This design comes from an exercise in tuning for small area on the open sky130 flow, not from production work. The RTL of this run was laid out without a check of its function. Power and IR drop assume default switching activity.

[flow/config.mk]
export PLATFORM = sky130hd
export DESIGN_NAME = pellet_tracker
export DESIGN_NICKNAME = pellet_tracker
export VERILOG_FILES = /design/flow/design.v
export SDC_FILE = /design/flow/constraint.sdc
export NUM_CORES = 4
export LEC_CHECK = 0
export CAP_MARGIN = 20
export CORE_MARGIN = 2
export CORE_UTILIZATION = 30
export PLACE_DENSITY = 0.45
export SLEW_MARGIN = 20
[flow/constraint.sdc]
create_clock -name core_clock -period 10.0 [get_ports {clk}]
set_input_delay 2.0000 -clock core_clock [delete_from_list [all_inputs] [get_ports {clk}]]
set_output_delay 2.0000 -clock core_clock [all_outputs]
set_load 0.01 [all_outputs]
[flow/design.v]
package pacman_pkg;
  localparam int GRID_W       = 28;
  localparam int GRID_H       = 31;
  localparam int N_CELLS      = GRID_W * GRID_H;
  localparam int TILE_SHIFT   = 3;
  localparam int MAZE_X0      = 204;
  localparam int MAZE_Y0      = 30;
  localparam int PELLET_PTS   = 10;
  localparam int POWER_PTS    = 50;
  localparam int POWER_FRAMES = 360;
  localparam logic [TILE_SHIFT-1:0] TILE_CTR = TILE_SHIFT'(1 << (TILE_SHIFT - 1));
  typedef enum logic [1:0] {CELL_NONE = 2'b00, CELL_PELLET = 2'b01, CELL_POWER = 2'b10} cell_t;
  typedef enum logic [1:0] {INIT, IDLE, RD, EAT} state_t;
  function automatic logic [9:0] cell_index(input logic [4:0] tx, input logic [4:0] ty);
    cell_index = 10'(ty) * 10'(GRID_W) + 10'(tx);
  endfunction
endpackage
module pellet_ram #(
  parameter int DEPTH = 868,
  parameter int AW    = 10
) (
  input  logic          clk,
  input  logic          we,
  input  logic [AW-1:0] addr,
  input  logic [1:0]    wd,
  output logic [1:0]    rd
);
  logic [1:0] mem [DEPTH];
  always_ff @(posedge clk) begin
    if (we) mem[addr] <= wd;
    rd <= we ? wd : mem[addr];
  end
endmodule
module pellet_tracker (
  input  logic        clk,
  input  logic        rst_n,
  input  logic        frame_tick,
  input  logic        level_start,
  input  logic [9:0]  pm_xpos,
  input  logic [9:0]  pm_ypos,
  output logic [9:0]  rom_addr,
  input  logic [1:0]  rom_pellet,
  output logic        busy,
  output logic        eat_pulse,
  output logic [15:0] score,
  output logic [9:0]  pellets_left,
  output logic        level_clear,
  output logic        power_active
);
  pacman_pkg::state_t state, state_nx;
  logic pv, last_cell, accept, hit, is_power, ram_we;
  logic [9:0] pa, ca, ram_addr, idx;
  logic [1:0] rom_cell, ram_wd, ram_rd;
  logic [10:0] dx, dy;
  logic [15:0] pts;
  logic [16:0] sum;
  assign dx = {1'b0, pm_xpos} - 11'(pacman_pkg::MAZE_X0);
  assign dy = {1'b0, pm_ypos} - 11'(pacman_pkg::MAZE_Y0);
  assign accept = dx < 11'(pacman_pkg::GRID_W << pacman_pkg::TILE_SHIFT) && dy < 11'(pacman_pkg::GRID_H << pacman_pkg::TILE_SHIFT)
               && dx[pacman_pkg::TILE_SHIFT-1:0] == pacman_pkg::TILE_CTR && dy[pacman_pkg::TILE_SHIFT-1:0] == pacman_pkg::TILE_CTR;
  assign idx = pacman_pkg::cell_index(5'(dx >> pacman_pkg::TILE_SHIFT), 5'(dy >> pacman_pkg::TILE_SHIFT));
  assign last_cell = pv && pa == 10'(pacman_pkg::N_CELLS - 1);
  assign rom_cell = rom_pellet == 2'b11 ? pacman_pkg::CELL_NONE : rom_pellet;
  assign hit = ram_rd == pacman_pkg::CELL_PELLET || ram_rd == pacman_pkg::CELL_POWER;
  assign is_power = ram_rd == pacman_pkg::CELL_POWER;
  assign pts = is_power ? 16'(pacman_pkg::POWER_PTS) : 16'(pacman_pkg::PELLET_PTS);
  assign sum = {1'b0, score} + {1'b0, pts};
  pellet_ram #(.DEPTH(pacman_pkg::N_CELLS), .AW(10)) u_ram (
    .clk  (clk),
    .we   (ram_we),
    .addr (ram_addr),
    .wd   (ram_wd),
    .rd   (ram_rd)
  );
  always_ff @(posedge clk or negedge rst_n)
    if (!rst_n) state <= pacman_pkg::INIT;
    else state <= state_nx;
  always_comb begin
    state_nx = level_start ? pacman_pkg::INIT
             : state == pacman_pkg::INIT ? (last_cell ? pacman_pkg::IDLE : pacman_pkg::INIT)
             : state == pacman_pkg::IDLE ? (frame_tick && accept ? pacman_pkg::RD : pacman_pkg::IDLE)
             : state == pacman_pkg::RD ? pacman_pkg::EAT : pacman_pkg::IDLE;
    busy = state == pacman_pkg::INIT;
    ram_addr = busy ? pa : ca;
    ram_we = !level_start && (busy ? pv : state == pacman_pkg::EAT && hit);
    ram_wd = busy ? rom_cell : pacman_pkg::CELL_NONE;
  end
  always_ff @(posedge clk or negedge rst_n)
    if (!rst_n) begin
      rom_addr <= '0;
      pv <= 1'b0;
      pa <= '0;
      ca <= '0;
      score <= '0;
      pellets_left <= '0;
      eat_pulse <= 1'b0;
      level_clear <= 1'b0;
    end else begin
      eat_pulse <= 1'b0;
      if (level_start) begin
        rom_addr <= '0;
        pv <= 1'b0;
        pellets_left <= '0;
        level_clear <= 1'b0;
      end else if (state == pacman_pkg::INIT) begin
        pv <= !last_cell;
        pa <= rom_addr;
        rom_addr <= rom_addr == 10'(pacman_pkg::N_CELLS - 1) ? rom_addr : rom_addr + 10'd1;
        if (pv && rom_cell != pacman_pkg::CELL_NONE) pellets_left <= pellets_left + 10'd1;
      end else if (state == pacman_pkg::IDLE) begin
        if (frame_tick && accept) ca <= idx;
      end else if (state == pacman_pkg::EAT && hit) begin
        eat_pulse <= 1'b1;
        score <= sum[16] ? 16'hFFFF : sum[15:0];
        if (pellets_left != '0) pellets_left <= pellets_left - 10'd1;
        if (pellets_left == 10'd1) level_clear <= 1'b1;
      end
    end
  logic [8:0] timer;
  always_ff @(posedge clk or negedge rst_n)
    if (!rst_n) timer <= '0;
    else if (level_start) timer <= '0;
    else if (state == pacman_pkg::EAT && hit && is_power) timer <= 9'(pacman_pkg::POWER_FRAMES);
    else if (frame_tick && timer != '0) timer <= timer - 9'd1;
  assign power_active = timer != '0;
endmodule
[flow/run.sh]
#!/bin/bash
# synth_recipe.tcl (not shown) runs the flow's synth.tcl, then flattens the netlist and writes it again
# the make line also repeats each setting of config.mk as NAME=value (left out here)
make -C /OpenROAD-flow-scripts/flow DESIGN_CONFIG=/design/flow/config.mk WORK_HOME=/design/flow/orfs CLKGATE_MAP_FILE= SYNTH_SCRIPT=/design/flow/synth_recipe.tcl finish
==> impl_metrics.toml <==
[global_route]
grt_pass1_vias = 43300
use_met3_pct = 2.83
grt_max_degree = 233
track_usage_pct = 18.2
grt-ovfl-total = 0
grt_pass1_wl_mm = 334
antenna_found_initial = 19
busiest_layer = "met2"
met1_usage_pct = 25.1
use_met2_pct = 29.8

[sta]
hold_viol = 0
fin_crit_sh_pct = 83.7
slew_violations = 0
worstMarginPinSlew_ns = 1.35
skew_ns = 0.0605
setup_violations = 0
fin_crit_ns = 8.37
timing.setup.tns_ns = 0
clock.fmax_mhz = 119
rsz0062_at_grt = "no"
slew_headroom_pct = 10.3

[worst_setup_path]
cp_slowest_cell = "nand3_2"
critical_path.cell_chain = "buf_12, buf_12, mux4_2, mux2i_1, nor3_1, nor4_1, or3_1, o32a_1, o221ai_2, ha_1, or2_2, nor2_1, a21o_2, nand3_2, buf_4, nor2_1"
critPathLaunchType = "flip-flop"
end_kind = "flip-flop"
cp_max_fo = 64
rrSetupSlack_ns = 1.63
rr_worst_depth = 16
slowest_delay_ns = 1.02
required_ns = 10.48
path_class = "flip-flop to flip-flop"
crit_arrival_ns = 8.85

[synth]
synthArstFlopShare_pct = 3.85
synth_edf_count = 1736
synth.distinct_cells = 81
synthCells = 4457
syn_avg_cell_area_um2 = 17.0
yosys.area.top_type = "edfxtp_1"
synth_area_leaders = "edfxtp_1 (69%), mux4_2 (11%), nor2_1 (4.8%), dfrtp_1 (2.3%), mux2i_1 (1.8%)"
ys.flop_type = "edfxtp_1"
synth_area_mm2 = 0.0759
synth-seq-cells = 1816
ys_seq_area_share_pct = 71.2
yosys.area.top_type_share_pct = 68.7
synth_nets = 4515
yosysWarnings = 2

[routing]
wire_per_inst_um = 29.5
vias = 41800
first_pass_iters = 5
antenna_left = 0
drt_iter0_markers = 4480
finalWirelength_mm = 238
vias_per_cell = 5.19
drc_errors = 0

[pwr]
ir_drop_v = 0.000198
pwr-share-seq_pct = 44.5
p_leak_nw = 26.4
switching_share_pct = 27.4
combPwrFrac_pct = 18.1
netSwitchingPower_mw = 5.27
intPower_mw = 14.0
powerDensity_mw_per_mm2 = 222
p_clk_share_pct = 37.4

[min_path]
hold_path_class = "flip-flop to flip-flop"
hold_depth = 1

[clock_tree]
htreeDepth = 4
cts_resized = 0
hold_buffers = 0
cts_setup_buffers = 0
cts_buffers = 199
cts_tree = "yes"
cts_root_buf = "clkbuf_16"
clock_latency_ns = 0.85
clockBufferDepth = 3
clock-sinks = 1816
cts.clk_slew.worst_paths_ns = 0.06

[layout]
nNetsFinal = 4599
instances_no_fill = 8057
post-route-util_pct = 34.5
drive_gt1_share_pct = 19.4
area_growth_pct = 14.3

[place]
dp_hpwl_mm = 143
place.gp.congestion = 0.809
portBuffers = 65
placedCellCount = 7687

[floorplan]
die_x_um = 507
core_mm2 = 0.251
start_util_pct = 30.2
dieArea_mm2 = 0.257
fp-row-count = 184
io_pins = 66
die_h_um = 507

[run_status]
status = "complete, no violations"

[job]
cap_violations = 0
## cell usage after synthesis, drive strengths merged, types with 14 or more instances
library cell  number
edfxtp          1736
nor2             961
mux4             415
buf              212
mux2i            139
nand2            137
clkbuf           110
dfrtp             70
nand3             67
a21oi             61
nor3              40
inv               37
o221ai            36
o21ai             33
o22ai             32
mux2              30
a22oi             29
ha                26
xnor2             24
xor2              22
a221oi            21
a22o              21
a211oi            14
nor2b             14
## worst max-delay path: cells and delay by family, from the launching register on
kind	cells	cell delay, ns
simple gates	7	3.12
buf+inv	3	1.34
compound gates	3	1.07
mux	2	0.95
flops	1	0.85
fa+ha+maj	1	0.49
## final cells by class
type	instances	area, µm²
diodes	4	10.0
clock buffers	251	5220
clock inverters	114	1130
fillers	24000	165000
inverters	37	145
multi-input cells	2282	20000
flip-flops and latches	1816	54100
well taps	3348	4190
repair buffers	205	2010
## metrics by stage
stage          total power [mW]  cell area [µm²]  setup slack (ns)  hold slack, ns
5_1_grt                    19.9            86800              1.43           0.512
6_report                   19.2            86800              1.63           0.469
3_3_place_gp               12.3            80300              1.27           0.450
2_1_floorplan              11.2            75900             0.763           0.460
3_5_place_dp               12.3            80400              1.59           0.462
4_1_cts                    19.5            86700              1.53           0.477
## cell usage in the layout, fill, tap and decap left out, types with 23 or more instances in the layout
cell	n
ha_1	26
nor3_1	33
nand3_2	27
nand2_1	125
xnor2_1	24
o21ai_0	33
clkinv_1	46
mux2i_1	137
dfrtp_1	70
edfxtp_1	1736
o22ai_1	31
mux4_2	380
clkdlybuf4s50_1	64
inv_1	32
buf_4	115
clkbuf_1	48
a22oi_1	28
nor2_1	955
clkbuf_16	199
buf_12	23
nand3_1	39
clkinv_2	27
o221ai_1	32
a21oi_1	60
mux2_2	30
mux4_1	35
## registers in the layout (all words and copies together) (netlist names), 2 cells and up, named ones only
signal        cells
u_ram.mem      1736
score            16
ca               10
pa               10
pellets_left     10
rom_addr         10
timer             9
state             2
## power groups by stage
stage / logic [mW] / registers [mW] / clock network, mW
2_1_floorplan: 2.47 / 8.71 / 0
4_1_cts: 3.54 / 8.57 / 7.36
3_3_place_gp: 3.54 / 8.73 / 0
6_report: 3.48 / 8.57 / 7.20
5_1_grt: 3.67 / 8.58 / 7.65
3_5_place_dp: 3.53 / 8.73 / 0
## layer usage
| layer | wire length [µm] | share of wire, % | vias to the layer above |
|---|---|---|---|
| met3 | 14300 | 6.0 | 287 |
| met5 | 7 | 0.0029 | - |
| met2 | 115000 | 48 | 1437 |
| li1 | - | - | 17600 |
| met4 | 6330 | 2.7 | 2 |
| met1 | 103000 | 43 | 22500 |
## cells by family after synthesis
group | Yosys count | share of synthesized area [%]
compound gates | 315 | 3.05
xor+xnor | 46 | 0.531
fa+ha+maj | 32 | 0.587
buf+inv | 359 | 2.77
flops | 1816 | 71.2
mux | 584 | 14.8
simple gates | 1305 | 7.04
## worst paths after layout
kind / from / endpoint
setup / recovery: flip-flop / u_ram.mem[23][1]
hold / removal: score[0] / score[0]
setup reg to reg: flip-flop / u_ram.mem[23][1]
hold reg to reg: score[0] / score[0]
max in group asynchronous: rst_n / level_clear
min in group asynchronous: rst_n / score[0]

==> separate check: timing with driven ports <==
Ports are ideal in the flow. The routed layout listed here was re-timed in OpenROAD.
Step 1 (the two cells are an assumption about what drives the block):
set clk [get_ports {clk}]
set_driving_cell -lib_cell sky130_fd_sc_hd__clkbuf_16 $clk
set_driving_cell -lib_cell sky130_fd_sc_hd__buf_2 [delete_from_list [all_inputs] $clk]
Step 2, shift: input delay + t, output delay - t, t = (earliest + latest rising clock arrival at the registers) / 2. This alone moves slack from input paths to output paths.
Three values: ideal ports, drivers, drivers and shift; two values: the first two.
t (ns): 0.907
setup slack, ns: 1.627 / 1.627 / 1.627
worst setup path after step 2: register to register
worst data-port slew with drivers (ns): 0.04
After both steps this run still meets setup and hold. The setup slack of this run moves by 0.000 ns with the drivers and by 0.000 ns with both steps.
